What follows belongs to an exercise in optimizing a design on an open flow for small area, a short achievable clock period and few clock cycles per item; a production flow would make more cautious choices. In this exercise RTL edits were held to simulation tests only and were not proved equivalent to the original. Power figures rest on the tool's default switching activity, not on a simulated workload.

File: flow/config.mk
export PLATFORM = sky130hd
export DESIGN_NAME = bounded_lifo_stack
export DESIGN_NICKNAME = bounded_lifo_stack
export VERILOG_FILES = /design/flow/design.v
export SDC_FILE = /design/flow/constraint.sdc
export NUM_CORES = 4
export LEC_CHECK = 0
export CAP_MARGIN = 20
export CORE_MARGIN = 2
export CORE_UTILIZATION = 45
export PLACE_DENSITY = 0.6
export SLEW_MARGIN = 20
File: flow/constraint.sdc
create_clock -name core_clock -period 4.5 [get_ports {clk}]
set_input_delay 0.9000 -clock core_clock [delete_from_list [all_inputs] [get_ports {clk}]]
set_output_delay 0.9000 -clock core_clock [all_outputs]
set_load 0.01 [all_outputs]
File: flow/design.v
package blifo_pkg;
  localparam int WORD_W = 32;
  localparam int OP_W   = 3;
  localparam int POS_W  = 6;
  localparam int CAP_W  = 6;
  localparam int ERR_W  = 2;
  localparam int DEPTH_DEFAULT = 32;
  localparam logic [CAP_W-1:0] CAP_RESET = CAP_W'(32);
  localparam logic REG_CAPACITY = 1'b0;
  typedef enum logic [OP_W-1:0] {
    OP_PUSH   = 3'd0,
    OP_POP    = 3'd1,
    OP_PEEK   = 3'd2,
    OP_TOP    = 3'd3,
    OP_BOTTOM = 3'd4
  } op_t;
  typedef enum logic [ERR_W-1:0] {
    ERR_OK        = 2'd0,
    ERR_OVERFLOW  = 2'd1,
    ERR_UNDERFLOW = 2'd2,
    ERR_POSITION  = 2'd3
  } err_t;
  typedef enum logic {
    ST_IDLE,
    ST_SEARCH
  } state_t;
  typedef struct packed {
    logic word_push;   
    logic word_pop;    
    logic rd_load;     
    logic rd_shift;    
  } cell_ctrl_t;
endpackage
module blifo_cell
(
  input  logic              clk,
  input  blifo_pkg::cell_ctrl_t ctrl,
  input  logic [blifo_pkg::WORD_W-1:0] up_word,
  input  logic [blifo_pkg::WORD_W-1:0] down_word,
  input  logic [blifo_pkg::WORD_W-1:0] down_rd,
  output logic [blifo_pkg::WORD_W-1:0] word,
  output logic [blifo_pkg::WORD_W-1:0] rd
);
  always_ff @(posedge clk) begin
    if (ctrl.word_push) begin
      word <= up_word;
    end else if (ctrl.word_pop) begin
      word <= down_word;
    end
  end
  always_ff @(posedge clk) begin
    if (ctrl.rd_load) begin
      rd <= word;
    end else if (ctrl.rd_shift) begin
      rd <= down_rd;
    end
  end
endmodule
module bounded_lifo_stack
#(
  parameter int DEPTH = blifo_pkg::DEPTH_DEFAULT
) (
  input  logic                     clk,
  input  logic                     rst,
  input  logic                     start,
  output logic                     busy,
  input  logic [blifo_pkg::OP_W-1:0]          opcode,
  input  logic signed [blifo_pkg::WORD_W-1:0] push_value,
  input  logic [blifo_pkg::POS_W-1:0]         position,
  output logic                     strobe,
  output logic signed [blifo_pkg::WORD_W-1:0] data,
  output logic                     is_empty,
  output logic                     is_full,
  output logic [blifo_pkg::ERR_W-1:0]         error_code,
  input  logic                     psel,
  input  logic                     penable,
  input  logic                     pwrite,
  input  logic [2:0]               paddr,
  input  logic [31:0]              pwdata,
  output logic [31:0]              prdata,
  output logic                     pready
);
  localparam int CW   = $clog2(DEPTH + 1);
  localparam int IW   = $clog2(DEPTH);
  localparam int CMPW = (CW > blifo_pkg::CAP_W) ? CW : blifo_pkg::CAP_W;
  blifo_pkg::state_t            state, state_next;
  logic [CW-1:0]     count, count_next;
  logic [IW-1:0]     left, left_next;
  logic [blifo_pkg::CAP_W-1:0]  capacity;
  logic [CMPW-1:0]   cap_eff;
  logic [CMPW-1:0]   cnt_x;
  logic [CMPW-1:0]   pos_x;
  logic              accept;
  logic              cfg_write;
  blifo_pkg::cell_ctrl_t        ctrl;
  logic              strobe_next;
  logic [blifo_pkg::WORD_W-1:0] data_next;
  logic              is_empty_next;
  logic              is_full_next;
  logic [blifo_pkg::ERR_W-1:0]  error_next;
  logic [blifo_pkg::WORD_W-1:0] words [DEPTH];
  logic [blifo_pkg::WORD_W-1:0] rds   [DEPTH];
  assign pready    = 1'b1;
  assign cfg_write = psel && penable && pwrite && pready && (paddr[2] == blifo_pkg::REG_CAPACITY);
  always_ff @(posedge clk) begin
    if (rst) begin
      capacity <= blifo_pkg::CAP_RESET;
    end else if (cfg_write) begin
      capacity <= pwdata[blifo_pkg::CAP_W-1:0];
    end
  end
  assign prdata = (paddr[2] == blifo_pkg::REG_CAPACITY) ? 32'(capacity) : 32'd0;
  always_comb begin
    if (capacity == '0) begin
      cap_eff = CMPW'(1);
    end else if (CMPW'(capacity) > CMPW'(DEPTH)) begin
      cap_eff = CMPW'(DEPTH);
    end else begin
      cap_eff = CMPW'(capacity);
    end
  end
  assign cnt_x  = CMPW'(count);
  assign pos_x  = CMPW'(position);
  assign busy   = (state != blifo_pkg::ST_IDLE);
  assign accept = start && !busy;
  for (genvar i = 0; i < DEPTH; i++) begin : g_cell
    logic [blifo_pkg::WORD_W-1:0] up_w, down_w, down_r;
    if (i == 0) begin : g_first
      assign up_w = push_value;
    end else begin : g_mid
      assign up_w = words[i-1];
    end
    if (i == DEPTH - 1) begin : g_last
      assign down_w = words[i];
      assign down_r = rds[i];
    end else begin : g_inner
      assign down_w = words[i+1];
      assign down_r = rds[i+1];
    end
    blifo_cell u_cell (
      .clk       (clk),
      .ctrl      (ctrl),
      .up_word   (up_w),
      .down_word (down_w),
      .down_rd   (down_r),
      .word      (words[i]),
      .rd        (rds[i])
    );
  end
  always_comb begin
    state_next    = state;
    count_next    = count;
    left_next     = left;
    strobe_next   = 1'b0;
    data_next     = data;
    error_next    = error_code;
    is_empty_next = is_empty;
    is_full_next  = is_full;
    ctrl          = '0;
    case (state)
      blifo_pkg::ST_IDLE: begin
        if (accept) begin
          strobe_next = 1'b1;
          data_next   = '0;
          error_next  = blifo_pkg::ERR_OK;
          case (opcode)
            blifo_pkg::OP_PUSH: begin
              if (cnt_x >= cap_eff) begin
                error_next = blifo_pkg::ERR_OVERFLOW;
              end else begin
                ctrl.word_push = 1'b1;
                count_next     = count + 1'b1;
              end
            end
            blifo_pkg::OP_POP: begin
              if (count == '0) begin
                data_next  = '1;
                error_next = blifo_pkg::ERR_UNDERFLOW;
              end else begin
                ctrl.word_pop = 1'b1;
                data_next     = words[0];
                count_next    = count - 1'b1;
              end
            end
            blifo_pkg::OP_PEEK: begin
              if (position == '0 || pos_x > cnt_x) begin
                data_next  = '1;
                error_next = blifo_pkg::ERR_POSITION;
              end else if (position == blifo_pkg::POS_W'(1)) begin
                data_next = words[0];
              end else begin
                ctrl.rd_load = 1'b1;
                left_next    = IW'(pos_x - CMPW'(1));
                state_next   = blifo_pkg::ST_SEARCH;
                strobe_next  = 1'b0;
              end
            end
            blifo_pkg::OP_TOP: begin
              if (count == '0) begin
                data_next  = '1;
                error_next = blifo_pkg::ERR_UNDERFLOW;
              end else begin
                data_next = words[0];
              end
            end
            blifo_pkg::OP_BOTTOM: begin
              if (count == '0) begin
                data_next  = '1;
                error_next = blifo_pkg::ERR_UNDERFLOW;
              end else if (count == CW'(1)) begin
                data_next = words[0];
              end else begin
                ctrl.rd_load = 1'b1;
                left_next    = IW'(count - 1'b1);
                state_next   = blifo_pkg::ST_SEARCH;
                strobe_next  = 1'b0;
              end
            end
            default: begin
            end
          endcase
          is_empty_next = (count_next == '0);
          is_full_next  = (CMPW'(count_next) >= cap_eff);
        end
      end
      blifo_pkg::ST_SEARCH: begin
        ctrl.rd_shift = 1'b1;
        left_next     = left - 1'b1;
        if (left == IW'(1)) begin
          data_next   = rds[1];
          strobe_next = 1'b1;
          state_next  = blifo_pkg::ST_IDLE;
        end
      end
      default: begin
        state_next = blifo_pkg::ST_IDLE;
      end
    endcase
  end
  always_ff @(posedge clk) begin
    if (rst) begin
      state  <= blifo_pkg::ST_IDLE;
      count  <= '0;
      left   <= '0;
      strobe <= 1'b0;
    end else begin
      state  <= state_next;
      count  <= count_next;
      left   <= left_next;
      strobe <= strobe_next;
    end
  end
  always_ff @(posedge clk) begin
    data       <= data_next;
    error_code <= error_next;
    is_empty   <= is_empty_next;
    is_full    <= is_full_next;
  end
endmodule
File: flow/run.sh
#!/bin/bash
# synth_recipe.tcl (not shown) runs the flow's synth.tcl, then flattens the netlist and writes it again
# the make line also repeats each setting of config.mk as NAME=value (left out here)
make -C /OpenROAD-flow-scripts/flow DESIGN_CONFIG=/design/flow/config.mk WORK_HOME=/design/flow/orfs CLKGATE_MAP_FILE= SYNTH_SCRIPT=/design/flow/synth_recipe.tcl finish
==> impl_metrics.py <==
metrics = {
    "pwr": {
        "p_int_w": 0.0313,
        "total_power_w": 0.0397,
        "p_switching_w": 0.00837,
        "power_density_mw_per_mm2": 399,
        "swShare_pct": 21.1,
        "power_frac_comb_pct": 3.8,
        "vdd_drop_max_uv": 389,
        "p_seq_share_pct": 55.0,
        "clock_power_share_pct": 41.3,
        "leakage_nw": 36.3,
    },
    "worst_setup_path": {
        "slowest_delay_ns": 0.35,
        "worst-setup-path-type": "reg -> reg",
        "critPathSlowestCell": "a21oi_1",
        "cp-end-kind": "flop",
        "cp_top_family": "compound AO/OA/AOI/OAI gates",
        "cp_common_cell": "a21o_1",
        "worstPathCellList": "nor4_1 -> nor2_1 -> nor2_1 -> ha_1 -> nand2b_1 -> a21oi_1 -> o21ai_0 -> a21oi_1 -> xnor2_1 -> ha_1 -> nand2b_1 -> a21o_1 -> a21o_1 -> a21o_1 -> a31oi_1 -> o21ai_0",
        "crit_arrival_ns": 4.38,
        "cp-start-kind": "flop",
        "worstPathRequired_ns": 5.08,
        "cp.buffers_inverters": 0,
        "cp_max_fo": 4,
    },
    "sta": {
        "fin_ws_ns": 0.693,
        "setup_viol": 0,
        "fmax_mhz": 263,
        "relSlewSlack_pct": 41.9,
        "hold_viol": 0,
        "worstMarginPinSlew_ns": 0.871,
        "timing.final.crit_share_pct": 84.6,
        "period_minus_slack_ns": 3.81,
        "fin_hold_ws_ns": 0.448,
        "rsz0062_at_grt": "false",
        "clock_skew_ns": 0.0572,
        "slew_violations": 0,
    },
    "yosys": {
        "async_flop_share_pct": 0,
        "ys_seq_area_share_pct": 70.5,
        "synth_top_cells_by_count": "nand2_1, edfxtp_1, mux2_2, clkbuf_1, buf_2",
        "ys_ff_latch": 2071,
        "synthCells": 6720,
        "ys_types": 58,
        "syn_area_per_cell_sq_um": 13.1,
        "ys_warn_count": 4,
        "yosysTopAreaCell": "edfxtp_1",
        "yosysTopAreaCellShare_pct": 70.1,
        "yosysMostFrequentCell": "nand2_1",
        "synth-edff-count": 2052,
        "ys.flop_type": "edfxtp_1",
        "netlist_area_sq_mm": 0.0879,
        "synth_top_cells_by_area": "edfxtp_1, nand2_1, mux2_2",
    },
    "route": {
        "drtPass1Iterations": 7,
        "vias": 48860,
        "ant_nets": 0,
        "viasPerCell": 5.11,
        "drt_iter0_drc": 3786,
        "drcViolationCount": 0,
        "wirelength_mm": 160,
        "wl_per_cell_um": 16.7,
    },
    "clock_tree": {
        "clock_sinks": 2071,
        "cts_setup_buffers": 0,
        "ctsResizeCount": 0,
        "cts_buffer_depth": 3,
        "cts-root-buf": "clkbuf_16",
        "cts.htree.levels": 4,
        "worst_skew_pair.late_latency_ns": 0.83,
        "cts_buffers": 214,
        "postCtsHoldBufs": 0,
        "path_clk_slew_ns": 0.06,
        "tritoncts": "built",
    },
    "grt": {
        "grt_max_degree": 170,
        "grt_pass1_vias": 49386,
        "antenna_found_initial": 1,
        "grt_pass1_wl_mm": 265,
        "grt_usage_pct": 16.0,
        "gr-total-overflow": 0,
    },
    "hold_path": {
        "hold_path.class": "reg -> reg",
    },
    "place": {
        "numPortBuffers": 97,
        "dpl.hpwl_mm": 93.5,
        "gp_congestion": 0.798,
        "place_ws_ns": 0.243,
    },
    "floorplanning": {
        "die-width_um": 446,
        "initial_core_util_pct": 45.2,
        "rows": 162,
        "dieArea_sq_mm": 0.199,
        "core_sq_mm": 0.195,
        "die_y_um": 446,
        "ios": 153,
    },
    "finish": {
        "nNetsFinal": 6963,
        "drive_gt1_share_pct": 19.9,
        "fillers": 16742,
        "syn_to_final_growth_pct": 13.2,
    },
    "flow_run": {
        "maxCapViolCount": 0,
    },
    "status": {
        "status": "timing/DRC/antenna clean",
    },
}
[state kept, by name, indices dropped and copies added, names as in the netlist, 2 cells and up]
| name | cells |
|---|---|
| left | 5 |
| data | 32 |
| capacity | 6 |
| g_cell.u_cell.word | 1024 |
| error_code | 2 |
| count | 6 |
| g_cell.u_cell.rd | 992 |
[power groups by stage]
| stage | sequential (W) | combinational [W] | clock (W) |
|---|---|---|---|
| floorplan | 0.0223 | 0.000991 | 0 |
| global placement | 0.0222 | 0.00149 | 0 |
| detailed placement | 0.0222 | 0.00152 | 0 |
| CTS | 0.0218 | 0.00153 | 0.0169 |
| global route | 0.0219 | 0.00169 | 0.0176 |
| finish | 0.0218 | 0.00150 | 0.0164 |
[cells in the final DEF (no fill, tap or decap), types with 33 or more instances in the layout]
cell type / synthesis / routed
buf_12: 0 / 100
clkinv_1: 1 / 59
nand2_1: 2996 / 2995
clkbuf_16: 0 / 216
buf_4: 57 / 81
nor2_1: 59 / 59
edfxtp_1: 2052 / 2052
clkdlybuf4s50_1: 0 / 97
clkbuf_1: 250 / 75
a22o_1: 33 / 33
o21ai_0: 38 / 38
mux2_2: 938 / 938
[layer usage]
metal	global-route usage, %	share of wire [%]	vias up
met5	0	0	-
met4	3.94	1.8	0
met3	2.54	3.7	225
met2	24.8	45	702
met1	23.5	49	24276
li1	-	-	23657
[layout make-up]
class                           instances  area [sq um]  area share (%)
Inverter                               18          80.1          0.0804
Multi-Input combinational cell       4274         24300            24.4
Timing Repair Buffer                  278          3580            3.60
Antenna cell                            1          2.50         0.00251
Clock inverter                         96           707           0.710
Tap cell                             2542          3180            3.20
Clock buffer                          291          5690            5.71
Sequential cell                      2071         62000            62.3
[worst register-to-register path: cells and delay by family, from the launching register on]
kind	cells	cell delay, ns
AOI/OAI and AO/OA	8	1.77
adders and majority gates	2	0.50
DFF	1	0.34
xor gates and xnor gates	1	0.15
and+or+nand+nor	5	0.81
[path summary, 6_finish.rpt]
check | start | end | slack, ns | cells after the start
worst max-delay path | capacity[1] | is_full | 0.69 | 16
worst min-delay path | g_cell[31].u_cell.word[1] | g_cell[31].u_cell.rd[1] | 0.45 | 0
worst max register to register | capacity[1] | is_full | 0.69 | 16
worst min register to register | g_cell[31].u_cell.word[1] | g_cell[31].u_cell.rd[1] | 0.45 | 0
[cells by family (layout without fill, tap and decap cells)]
kind of cell,after synthesis,count (layout),share of synthesized area [%]
AOI/OAI and AO/OA,136,136,1.09
DFF,2071,2071,70.5
muxes,970,970,12.4
xor gates and xnor gates,13,13,0.130
adders and majority gates,24,24,0.342
and+or+nand+nor,3104,3104,13.4
buffers and inverters,400,683,2.08
other,2,28,0.00854
[metrics by stage]
| stage | TNS [ns] | std cells | util (%) | instance area (sq um) |
|---|---|---|---|---|
| after floorplan | -9537.84 | 6745 | - | 88200 |
| after global placement | 0 | 9183 | 47.9 | 93100 |
| after detailed placement | 0 | 9183 | 47.9 | 93100 |
| after CTS | 0 | 9570 | 51.2 | 99500 |
| after global routing | 0 | 9571 | 51.2 | 99500 |
| final | 0 | 9571 | 51.2 | 99500 |
Testbench counts, summed over its fixed seeds: cycles 80,659, items 16,000.

==> separate check: timing with driven ports <==
The flow's constraints put no driver on any port. The routed layout listed below was extracted and timed again, unchanged, in two steps.
Step 1, drivers: a clkbuf_16 drives clk and a buf_2 each remaining input, both assumed.
Step 2 adds t to the input delays and takes it off the output delays; t is the mean of the earliest and latest rising clock arrival at the registers after step 1. Input paths then give back, and output paths get back, about the clock's delay inside the block.
Slacks: ideal ports / drivers / drivers and shift; pairs: ideal ports / drivers.
shift t [ns]: 0.887
slack for setup (ns): 0.693 / 0.693 / 0.195
worst setup path after step 2: input to register
clock arrival spread, ns: 0.058 / 0.057
After both steps this run still meets setup and hold. The setup slack of this run moves by 0.000 ns with the drivers and by -0.498 ns with both steps.
